From an optimization exercise on the open Yosys and OpenROAD flow, aimed at a short achievable clock period; shortcuts taken in it are not production practice.
Only simulation tests tie the RTL to the original design; equivalence was not proved.
Power is estimated from default activity; no workload was simulated.

## video_box_overlay
module video_box_overlay #(
  parameter int N_BOX   = 8,
  parameter int W_PIX   = 24,
  parameter int W_COORD = 12,
  parameter int W_THK   = 4,
  localparam int W_IDX  = (N_BOX > 1) ? $clog2(N_BOX) : 1
) (
  input  logic               clk,
  input  logic               rstn,
  input  logic               vsync,
  input  logic               hsync,
  input  logic               de,
  input  logic [W_PIX-1:0]   data,
  input  logic               cfg_we,
  input  logic [W_IDX-1:0]   cfg_idx,
  input  logic               cfg_en,
  input  logic               cfg_blend,
  input  logic [W_COORD-1:0] cfg_x,
  input  logic [W_COORD-1:0] cfg_y,
  input  logic [W_COORD-1:0] cfg_w,
  input  logic [W_COORD-1:0] cfg_h,
  input  logic [W_THK-1:0]   cfg_thick,
  input  logic [W_PIX-1:0]   cfg_color,
  output logic               vsync_o,
  output logic               hsync_o,
  output logic               de_o,
  output logic [W_PIX-1:0]   data_o,
  output logic               cfg_commit
);
  localparam int CW     = W_COORD + 1;
  localparam int N_LANE = W_PIX / 8;
  localparam logic [W_COORD-1:0] COORD_MAX = {W_COORD{1'b1}};
  logic               vsync_prev_r, de_prev_r;
  logic               vsync_rise_s, de_fall_s;
  assign vsync_rise_s = vsync & ~vsync_prev_r;
  assign de_fall_s    = ~de & de_prev_r;
  always_ff @(posedge clk or negedge rstn) begin
    if (!rstn) begin
  ...
Size: roughly 13000 cells after synthesis, roughly 2200 flip-flops, about 140 I/O pins.
Settings: LEC_CHECK=0, ABC_CLOCK_PERIOD_IN_PS=1500, CAP_MARGIN=20, CORE_MARGIN=2, CORE_UTILIZATION=70, CTS_CLUSTER_DIAMETER=80, CTS_CLUSTER_SIZE=25, PLACE_DENSITY=0.76, SETUP_SLACK_MARGIN=3.1, SLEW_MARGIN=20, SYNTH_HIERARCHICAL=0, TNS_END_PERCENT=20; clock period 5.3 ns.
standard.sh (not shown) runs the stock make flow with config.mk's settings and CLKGATE_MAP_FILE= SYNTH_SCRIPT=/design/flow/synth_recipe.tcl, a recipe that flattens the netlist after the stock synthesis.
==> flow/flow/run.sh <==
#!/bin/bash
# Own flow: the standard layout (standard.sh) unchanged, except that the
# port buffers that global placement inserts are plain buf_4 cells instead of
# the cell buffer_ports picks by default (a slow delay cell on this platform).
set -euo pipefail
export BUFFER_PORTS_ARGS="-buffer_cell sky130_fd_sc_hd__buf_4"
bash standard.sh finish > flow_standard.log 2>&1
Rerun with:
==> flow/run.sh (new file) <==
#!/bin/bash
# synth_recipe.tcl (not shown) runs the flow's synth.tcl, then flattens the netlist and writes it again
# the make line also repeats each setting of config.mk as NAME=value (left out here)
make -C /OpenROAD-flow-scripts/flow DESIGN_CONFIG=/design/flow/config.mk WORK_HOME=/design/flow/orfs CLKGATE_MAP_FILE= SYNTH_SCRIPT=/design/flow/synth_recipe.tcl finish
- CORE_UTILIZATION: 70 -> 65
- PLACE_DENSITY: 0.76 -> default
- SETUP_SLACK_MARGIN: 3.1 -> 3.3
- TNS_END_PERCENT: 20 -> default
removed: flow/flow/run.sh
removed: flow/standard.sh
Cell area is higher by 12%.
Count of clock-buffer cells in the layout is higher by 6.
Non-clock buffer count is higher by 755.
Area after synthesis is unchanged.
Total power is higher by 12%.
Wire length is higher by 18%.
Global-route usage is higher by 1.7 points.
Fmax is lower by 0.83%.
Rerun with:
- CORE_UTILIZATION: 65 -> 75
- PLACE_DENSITY: default -> 0.82
- SETUP_SLACK_MARGIN: 3.3 -> 3.5
Result: With this change the flow did not get past 5_1_grt, error DPL-0038. Synthesized area is unchanged. Synthesized cell count does not change.

* * *

Starting RTL as in the previous note.
==> flow/config.mk <==
export PLATFORM = sky130hd
export DESIGN_NAME = video_box_overlay
export DESIGN_NICKNAME = video_box_overlay
export VERILOG_FILES = /design/flow/design.v
export SDC_FILE = /design/flow/constraint.sdc
export NUM_CORES = 4
export LEC_CHECK = 0
export ABC_CLOCK_PERIOD_IN_PS = 1000
export CAP_MARGIN = 20
export CORE_MARGIN = 2
export CORE_UTILIZATION = 65
export CTS_CLUSTER_DIAMETER = 80
export CTS_CLUSTER_SIZE = 25
export SETUP_SLACK_MARGIN = 3.3
export SLEW_MARGIN = 20
export SYNTH_HIERARCHICAL = 0
==> flow/constraint.sdc <==
create_clock -name core_clock -period 5.3 [get_ports {clk}]
set_input_delay 1.0600 -clock core_clock [delete_from_list [all_inputs] [get_ports {clk}]]
set_output_delay 1.0600 -clock core_clock [all_outputs]
set_load 0.01 [all_outputs]
run.sh (not shown) runs the stock make flow with config.mk's settings and CLKGATE_MAP_FILE= SYNTH_SCRIPT=/design/flow/synth_recipe.tcl, a recipe that flattens the netlist after the stock synthesis.
Stock flow here: none of the scripts above is used.
Then changed:
--- a/flow/config.mk
+++ b/flow/config.mk
@@ -6,11 +6,13 @@
 export NUM_CORES = 4
 export LEC_CHECK = 0
-export ABC_CLOCK_PERIOD_IN_PS = 1000
+export ABC_CLOCK_PERIOD_IN_PS = 1500
 export CAP_MARGIN = 20
 export CORE_MARGIN = 2
-export CORE_UTILIZATION = 65
+export CORE_UTILIZATION = 70
 export CTS_CLUSTER_DIAMETER = 80
 export CTS_CLUSTER_SIZE = 25
-export SETUP_SLACK_MARGIN = 3.3
+export PLACE_DENSITY = 0.76
+export SETUP_SLACK_MARGIN = 3.1
 export SLEW_MARGIN = 20
 export SYNTH_HIERARCHICAL = 0
+export TNS_END_PERCENT = 20
=> Routed wire length came out lower by 13%. Power came out lower by 9.7%. Critical path depth went up by 7. Fmax increases by 0.60%. Combinational power fell by 21%. Sequential share of layout area is higher by 3.6 points. Die area fell by 7.1%. Clock skew came out lower by 19 ps.

-- what the ideal ports hide --
Ports are ideal in the flow. The routed layouts listed here were re-timed in OpenROAD. Step 1 sets driving cells, clkbuf_16 on the clock port and buf_2 on the other inputs (assumed; they add their load-dependent delay and slew). Step 2 times the ports against the registers' clock, not the clock port: input delays grow and output delays shrink by t, the midpoint of the rising clock arrivals with the driver on. Three values: ideal, step 1, step 2; two values: the first two.
run	t (ns)	setup slack, ns	worst setup path after step 2	clock arrival spread, ns	worst slew at a driven data input, ns
the first run of note 1	0.931	2.859 / 2.775 / 1.844	input to register	0.040 / 0.040	0.19
the second run of note 1	0.968	2.838 / 2.739 / 1.868	input to register	0.054 / 0.054	0.26
the first run of note 2	0.968	2.838 / 2.739 / 1.868	input to register	0.054 / 0.054	0.26
the second run of note 2	0.933	2.853 / 2.775 / 2.019	input to register	0.036 / 0.036	0.20
After both steps setup and hold are still met in every run listed. For the first run of note 1, which loses most, drivers alone change the setup slack by -0.084 ns; drivers and shift together by -1.015 ns.
